This is an optimization exercise on Yosys and OpenROAD, whose aim is small area and a short achievable clock period, not a production implementation. Only simulation tests tie the RTL to the original design; equivalence was not proved. Power is estimated from default activity; no workload was simulated.

Setup of run A:
==> flow/design.v (excerpt) <==
module branch_unit_top (
   input  logic                          clk,
   input  logic                          reset_i,
   input  logic                          issue_valid_i,
   input  logic [31:0]                   pc_i,
   input  logic [31:0]                   target_i,
   input  bpu_pkg::target_type_e         target_type_i,
   input  bpu_pkg::cmp_op_e              cmp_type_i,
   input  logic [31:0]                   r0_i,
   input  logic [31:0]                   r1_i,
   output logic                          flush_o,
   output logic [31:0]                   redirect_pc_o,
   output logic                          taken_o,
   output logic                          resolve_valid_o,
   output logic [16-1:0] miss_count_o
);
clock: 4.5 ns
lec_check: 0
cap_margin: 20
core_margin: 2
core_utilization: 50
place_density: 0.8
setup_slack_margin: 2.3
slew_margin: 20
standard.sh (not shown) runs the stock make flow with config.mk's settings and CLKGATE_MAP_FILE= SYNTH_SCRIPT=/design/flow/synth_recipe.tcl, a recipe that flattens the netlist after the stock synthesis.
==> flow/flow/run.sh <==
#!/bin/bash
set -euo pipefail
export CTS_ARGS="-sink_clustering_enable -repair_clock_nets -dont_use_dummy_load -buf_list sky130_fd_sc_hd__clkbuf_8 -sink_clustering_size 16 -sink_clustering_max_diameter 60"
export BUFFER_PORTS_ARGS="-buffer_cell sky130_fd_sc_hd__buf_1"
bash standard.sh > flow.log 2>&1
Relative to run A, the following input files were edited for run B:
# run A
export LEC_CHECK = 0
export CAP_MARGIN = 20
export CORE_MARGIN = 2
export CORE_UTILIZATION = 50
export PLACE_DENSITY = 0.8
export SETUP_SLACK_MARGIN = 2.3
export SLEW_MARGIN = 20
create_clock -name core_clock -period 4.5 [get_ports {clk}]
# run B
export LEC_CHECK = 0
export CAP_MARGIN = 20
export CORE_MARGIN = 2
export CORE_UTILIZATION = 50
export PLACE_DENSITY = 0.7
export SETUP_SLACK_MARGIN = 2.3
export SLEW_MARGIN = 20
create_clock -name core_clock -period 4.5 [get_ports {clk}]
--- outcome ---
Both conditions hold for run B: the flow ran to the end and the final layout passed the timing, design-rule and antenna checks.
In run B, the signed area change from the synthesized netlist to the final layout came out 0.20 points above the value in run A.
Run comparison: run A critical path endpoint raw_a_q[4]; run B critical path endpoint miss_count_o[9]
Power: run A vs run B — no meaningful difference
For utilization, run B and run A come out practically identical.
In run B, the worst-margin pin slew came out 0.16 ns below the value in run A.
Sort run B and run A by share of total power in the clock network asc -> top: run A
Run B vs run A, highest metal layer used by the detailed router: met5 vs met4
diff inputs: run B => run C
# run B
export LEC_CHECK = 0
export CAP_MARGIN = 20
export CORE_MARGIN = 2
export CORE_UTILIZATION = 50
export PLACE_DENSITY = 0.7
export SETUP_SLACK_MARGIN = 2.3
export SLEW_MARGIN = 20
create_clock -name core_clock -period 4.5 [get_ports {clk}]
# run C
export LEC_CHECK = 0
export CAP_MARGIN = 20
export CORE_MARGIN = 2
export CORE_UTILIZATION = 40
export SETUP_SLACK_MARGIN = 2.3
export SLEW_MARGIN = 20
create_clock -name core_clock -period 4.5 [get_ports {clk}]
## What came out
- Run C completed; timing, DRC and antenna clean
- Per the comparison of run C with run B, core utilization shrank by 11 points, final instance count without filler cells higher.
- Sort run C and run B by post-layout total power asc -> top: run B
- Changes observed in run C relative to run B: fill cell total of the finished layout increased by 37% relative to the old numbers, first-iteration DRC count saw an increase.
- Comparing run C with run B, the met3 usage in global routing came out essentially unchanged.
The following lists how run D was set up differently from run C:
# run C
export LEC_CHECK = 0
export CAP_MARGIN = 20
export CORE_MARGIN = 2
export CORE_UTILIZATION = 40
export SETUP_SLACK_MARGIN = 2.3
export SLEW_MARGIN = 20
create_clock -name core_clock -period 4.5 [get_ports {clk}]
# run D
export LEC_CHECK = 0
export CAP_MARGIN = 20
export CORE_MARGIN = 2
export CORE_UTILIZATION = 60
export SETUP_SLACK_MARGIN = 2.3
export SLEW_MARGIN = 20
create_clock -name core_clock -period 4.5 [get_ports {clk}]
[summary]
- Comparing run D against run C, there is no change at all in gate count after technology mapping.
- When run D is measured against run C, its number of buffers created by CTS turns out 6.5% lower.
- The run showing the greater fill cell total of the finished layout is run C.
- The via density per instance of run D exceeds that of run C by 13%.
- Compared with run C, run D shows post-DP HPWL lower by about 4.4%.
Input changes introduced in run E (baseline for comparison: run D):
# run D
export LEC_CHECK = 0
export CAP_MARGIN = 20
export CORE_MARGIN = 2
export CORE_UTILIZATION = 60
export SETUP_SLACK_MARGIN = 2.3
export SLEW_MARGIN = 20
create_clock -name core_clock -period 4.5 [get_ports {clk}]
# run E
export LEC_CHECK = 0
export CAP_MARGIN = 20
export CORE_MARGIN = 2
export CORE_UTILIZATION = 50
export GPL_ROUTABILITY_DRIVEN = 0
export PLACE_DENSITY = 0.7
export SETUP_SLACK_MARGIN = 2.3
export SLEW_MARGIN = 20
create_clock -name core_clock -period 4.5 [get_ports {clk}]
Findings:
- Summary: via count, run E better than run D
- Compared with run D, in run E number of buffer and inverter stages on the critical path -1, minimum hold slack has decreased.
Here is what was changed in the inputs of run F compared with run E.
# run E
export LEC_CHECK = 0
export CAP_MARGIN = 20
export CORE_MARGIN = 2
export CORE_UTILIZATION = 50
export GPL_ROUTABILITY_DRIVEN = 0
export PLACE_DENSITY = 0.7
export SETUP_SLACK_MARGIN = 2.3
export SLEW_MARGIN = 20
create_clock -name core_clock -period 4.5 [get_ports {clk}]
# run F
export LEC_CHECK = 0
export CAP_MARGIN = 5
export CORE_MARGIN = 2
export CORE_UTILIZATION = 50
export PLACE_DENSITY = 0.7
export SETUP_SLACK_MARGIN = 2.3
export SLEW_MARGIN = 5
create_clock -name core_clock -period 4.5 [get_ports {clk}]
Notes after the runs:
From run F to run E, global-route met2 utilization did not move at all.
Reported for run E and run F, non-clock buffer count turned out identical to the last digit.
Distinct cell type count of the synthesized netlist: run E vs run F identical
The sequential share of layout area on run E is in line with that on run F.

========
job 104:
The RTL this note starts from:
==> flow/design.v <==
package bpu_pkg;
   typedef enum logic [1:0] {
      TGT_NONE   = 2'd0,
      TGT_CALL   = 2'd1,
      TGT_RETURN = 2'd2,
      TGT_IMM    = 2'd3
   } target_type_e;
   typedef enum logic [3:0] {
      CMP_NEVER  = 4'b0000,
      CMP_LTU    = 4'b0010,
      CMP_LT     = 4'b0011,
      CMP_EQ     = 4'b0100,
      CMP_NE     = 4'b1010,
      CMP_GEU    = 4'b1100,
      CMP_GE     = 4'b1101,
      CMP_ALWAYS = 4'b1110
   } cmp_op_e;
endpackage
module branch_unit_top (
   input  logic                          clk,
   input  logic                          reset_i,
   input  logic                          issue_valid_i,
   input  logic [31:0]                   pc_i,
   input  logic [31:0]                   target_i,
   input  bpu_pkg::target_type_e         target_type_i,
   input  bpu_pkg::cmp_op_e              cmp_type_i,
   input  logic [31:0]                   r0_i,
   input  logic [31:0]                   r1_i,
   output logic                          flush_o,
   output logic [31:0]                   redirect_pc_o,
   output logic                          taken_o,
   output logic                          resolve_valid_o,
   output logic [16-1:0] miss_count_o
);
   localparam int PHT_N = 1 << 6;
   localparam int HB    = 6;
   localparam int PB    = 3;
   logic [1:0]    pht_q [PHT_N];
   logic [HB-1:0] ghr_q;
   logic [31:0]   ras_q [8];
   localparam int RD = 8;
   logic [RD-1:0] top_q;           
   logic [3:0]    sel0_b_q, sel1_b_q, sel2_b_q;
   logic [1:0]    cnt_nx;
   logic [3:0]    cmp;
   logic [1:0]    tt;
   logic          is_call, is_ret, call_v, ret_v;
   logic [HB-1:0] idx0;
   logic [31:0]   ras_top;
   logic [31:0]   a, b;
   logic          lt, eq, taken0;
   logic [3:0]    hit1_0;
   logic [3:0][1:0] raw0;
   logic [3:0]    dec0_0, dec1_0;
   logic [7:0]    tok0;
   logic          force0;
   logic [PB-1:0] rest0;
   logic [RD-1:0] rest0_oh;
   logic [31:0]   pc_p4;
   assign cmp     = cmp_type_i;
   assign tt      = target_type_i;
   assign is_call = tt == bpu_pkg::TGT_CALL;
   assign is_ret  = tt == bpu_pkg::TGT_RETURN;
   assign call_v  = issue_valid_i && is_call;
   assign ret_v   = issue_valid_i && is_ret;
   assign force0  = is_call || is_ret || cmp == bpu_pkg::CMP_ALWAYS;
   assign idx0 = pc_i[2 +: HB] ^ ghr_q;
   always_comb begin
      dec0_0 = '0;
      dec1_0 = '0;
      dec0_0[idx0[1:0]] = 1'b1;
      dec1_0[idx0[3:2]] = 1'b1;
      for (int j = 0; j < 4; j++) begin
         raw0[j]   = pht_q[{j[1:0], idx0[3:0]}];
         hit1_0[j] = |(sel0_b_q & dec0_0) && |(sel1_b_q & dec1_0) && sel2_b_q[j];
      end
   end
   always_comb begin
      ras_top = '0;
      for (int j = 0; j < RD; j++)
         ras_top = ras_top | (top_q[j] ? ras_q[j] : 32'd0);
   end
   always_comb begin
      for (int k = 0; k < 8; k++)
         tok0[k] = !is_ret || ras_top[4*k +: 4] == target_i[4*k +: 4];
   end
   assign a  = {r0_i[31] ^ cmp[0], r0_i[30:0]};
   assign b  = {r1_i[31] ^ cmp[0], r1_i[30:0]};
   assign lt = b < a;
   assign eq = b == a;
   assign taken0 = eq ? cmp[2] : (lt ? cmp[1] : cmp[3]);
   always_comb begin
      case (tt)
         bpu_pkg::TGT_CALL:   rest0_oh = {top_q[RD-2:0], top_q[RD-1]};
         bpu_pkg::TGT_RETURN: rest0_oh = {top_q[0], top_q[RD-1:1]};
         default:             rest0_oh = top_q;
      endcase
      rest0 = '0;
      for (int j = 0; j < RD; j++)
         rest0 = rest0 | (rest0_oh[j] ? j[PB-1:0] : '0);
   end
   assign pc_p4 = pc_i + 32'd4;
   logic          va_q;
   logic          taken_a;
   logic          force_a_q;
   logic [3:0]    hit1_a_q;
   logic [3:0][1:0] raw_a_q;
   logic [1:0]    nx1_a_q;
   logic [7:0]    tok_a_q;
   logic [31:0]   tgt_a_q, pcp4_a_q;
   logic [HB-1:0] idx_a_q;
   logic [HB-2:0] hist_a_q;
   logic [PB-1:0] rest_a_q;
   always_ff @(posedge clk) begin
      if (reset_i) va_q <= 1'b0;
      else         va_q <= issue_valid_i;
   end
   always_ff @(posedge clk) begin
      taken_a   <= taken0;
      force_a_q <= force0;
      raw_a_q   <= raw0;
      hit1_a_q  <= hit1_0;
      nx1_a_q   <= cnt_nx;
      tok_a_q   <= tok0;
      tgt_a_q   <= target_i;
      pcp4_a_q  <= pc_p4;
      idx_a_q   <= idx0;
      hist_a_q  <= ghr_q[HB-2:0];
      rest_a_q  <= rest0;
   end
   logic pred_a, miss_a;
   assign pred_a = force_a_q || raw_a_q[idx_a_q[5:4]][1];
   assign miss_a = taken_a ? !(pred_a && (&tok_a_q)) : pred_a;
   logic [HB-2:0] hist_b_q;
   logic [PB-1:0] rest_b_q;
   logic [1:0][1:0] cnt_b_q, cnt_cur, cnt_st;
   logic [1:0]    cnt_d;
   logic [3:0]    dec0_a, dec1_a, dec2_a;
   logic [1:0]    hit2;
   always_ff @(posedge clk) begin
      if (reset_i) begin
         resolve_valid_o <= 1'b0;
         flush_o         <= 1'b0;
         miss_count_o    <= '0;
      end else begin
         resolve_valid_o <= va_q;
         flush_o         <= va_q && miss_a;
         if (va_q && miss_a && !(&miss_count_o))
            miss_count_o <= miss_count_o + 1'b1;
      end
   end
   always_comb begin
      dec0_a = '0;
      dec1_a = '0;
      dec2_a = '0;
      dec0_a[idx_a_q[1:0]] = 1'b1;
      dec1_a[idx_a_q[3:2]] = 1'b1;
      dec2_a[idx_a_q[5:4]] = 1'b1;
   end
   function automatic logic [1:0] step(input logic [1:0] c, input logic up);
      step[1] = (c[1] & c[0]) | (up & (c[1] | c[0]));
      step[0] = (c[1] & !c[0]) | (up & (c[1] | !c[0]));
   endfunction
   always_comb begin
      for (int k = 0; k < 2; k++) begin
         hit2[k]    = |(sel0_b_q & dec0_a) && |(sel1_b_q & dec1_a) && sel2_b_q[{k[0], idx_a_q[4]}];
         cnt_cur[k] = hit2[k] ? cnt_nx : (hit1_a_q[{k[0], idx_a_q[4]}] ? nx1_a_q : raw_a_q[{k[0], idx_a_q[4]}]);
         cnt_st[k]  = step(cnt_cur[k], taken_a);
      end
   end
   always_ff @(posedge clk) begin
      sel0_b_q <= (va_q && !reset_i) ? dec0_a : 4'b0000;
      sel1_b_q <= dec1_a;
      sel2_b_q <= dec2_a;
   end
   always_ff @(posedge clk) begin
      taken_o       <= taken_a;
      redirect_pc_o <= taken_a ? tgt_a_q : pcp4_a_q;
      hist_b_q      <= hist_a_q;
      rest_b_q      <= rest_a_q;
      cnt_b_q       <= cnt_st;
   end
   assign cnt_nx = (sel2_b_q[3] | sel2_b_q[2]) ? cnt_b_q[1] : cnt_b_q[0];
   assign cnt_d = reset_i ? 2'b01 : cnt_nx;
   logic [3:0] wr0, wr1, wr2;
   assign wr0 = sel0_b_q | {4{reset_i}};
   assign wr1 = sel1_b_q | {4{reset_i}};
   assign wr2 = sel2_b_q | {4{reset_i}};
   always_ff @(posedge clk) begin
      for (int i = 0; i < PHT_N; i++) begin
         if (wr0[i % 4] && wr1[(i / 4) % 4] && wr2[i / 16])
            pht_q[i] <= cnt_d;
      end
   end
   always_ff @(posedge clk) begin
      if (reset_i)
         ghr_q <= '0;
      else if (resolve_valid_o)
         ghr_q <= {flush_o ? hist_b_q : ghr_q[HB-2:0], taken_o};
   end
   always_ff @(posedge clk) begin
      if (reset_i) begin
         top_q <= '0;
         top_q[RD-1] <= 1'b1;
      end else if (flush_o) begin  
         top_q <= '0;
         top_q[rest_b_q] <= 1'b1;
      end else if (call_v) begin
         top_q <= {top_q[RD-2:0], top_q[RD-1]};
      end else if (ret_v) begin
         top_q <= {top_q[0], top_q[RD-1:1]};
      end
   end
   always_ff @(posedge clk) begin
      for (int j = 0; j < RD; j++)
         if (call_v && top_q[(j + RD - 1) % RD])
            ras_q[j] <= pc_p4;
   end
endmodule
==> flow/config.mk <==
export PLATFORM = sky130hd
export DESIGN_NAME = branch_unit_top
export DESIGN_NICKNAME = branch_unit_top
export VERILOG_FILES = /design/flow/design.v
export SDC_FILE = /design/flow/constraint.sdc
export NUM_CORES = 4
export LEC_CHECK = 0
export CAP_MARGIN = 20
export CORE_MARGIN = 2
export CORE_UTILIZATION = 50
export SETUP_SLACK_MARGIN = 2.3
export SLEW_MARGIN = 20
==> flow/constraint.sdc <==
create_clock -name core_clock -period 4.5 [get_ports {clk}]
set_input_delay 0.9000 -clock core_clock [delete_from_list [all_inputs] [get_ports {clk}]]
set_output_delay 0.9000 -clock core_clock [all_outputs]
set_load 0.01 [all_outputs]
Scripts as last shown in full above: flow/flow/run.sh
Inputs modified between job 104 and job 102:
diff --git a/flow/config.mk b/flow/config.mk
--- a/flow/config.mk
+++ b/flow/config.mk
@@ -10,3 +10,3 @@
 export CORE_UTILIZATION = 50
-export SETUP_SLACK_MARGIN = 2.3
+export SETUP_SLACK_MARGIN = 2.35
 export SLEW_MARGIN = 20
==> summary.txt <==
- Number of standard cells after synthesis came out exactly the same in job 102 and job 104.
- Wire length sits higher in job 102 than in job 104.
- Comparing the two runs side by side, job 102 comes out behind job 104 on total number of vias.
- Higher final critical delay including setup and external delays was reported by job 102, not job 104.
- From job 104 to job 102 the numbers moved as follows: signed area change from the synthesized netlist to the final layout shows no meaningful change, part of the cycle the worst path needs shows an increase of 0.33 points.

-- what the ideal ports hide --
Ports are ideal in the flow. The routed layouts listed here were re-timed in OpenROAD.
Step 1: set_driving_cell puts a clkbuf_16 on clk and a buf_2 on each other input, an assumption about the parent block.
Step 2 moves the port delays by t, midway between the first and last clock arrival at a register: inputs arrive t later, outputs are due t later. That takes back most of the time a late clock gives input paths.
Three values: ideal, step 1, step 2; two values: the first two.
run	t, ns	slack for setup (ns)	hold WS [ns]
run A	0.653	2.174 / 2.201 / 1.548	0.334 / 0.334 / 0.334
run B	0.665	2.273 / 2.273 / 1.646	0.291 / 0.291 / 0.291
run C	0.689	2.275 / 2.275 / 1.628	0.329 / 0.329 / 0.329
run D	0.681	2.175 / 2.175 / 1.673	0.330 / 0.330 / 0.330
run E	0.665	2.273 / 2.273 / 1.646	0.291 / 0.291 / 0.291
run F	0.665	2.273 / 2.273 / 1.646	0.291 / 0.291 / 0.291
job 104	0.674	2.257 / 2.257 / 1.635	0.287 / 0.287 / 0.287
job 102	0.685	2.243 / 2.243 / 1.599	0.304 / 0.304 / 0.304
After both steps every run listed still meets setup and hold. For run C, which loses most, drivers alone change the setup slack by 0.000 ns; drivers and shift together by -0.647 ns.
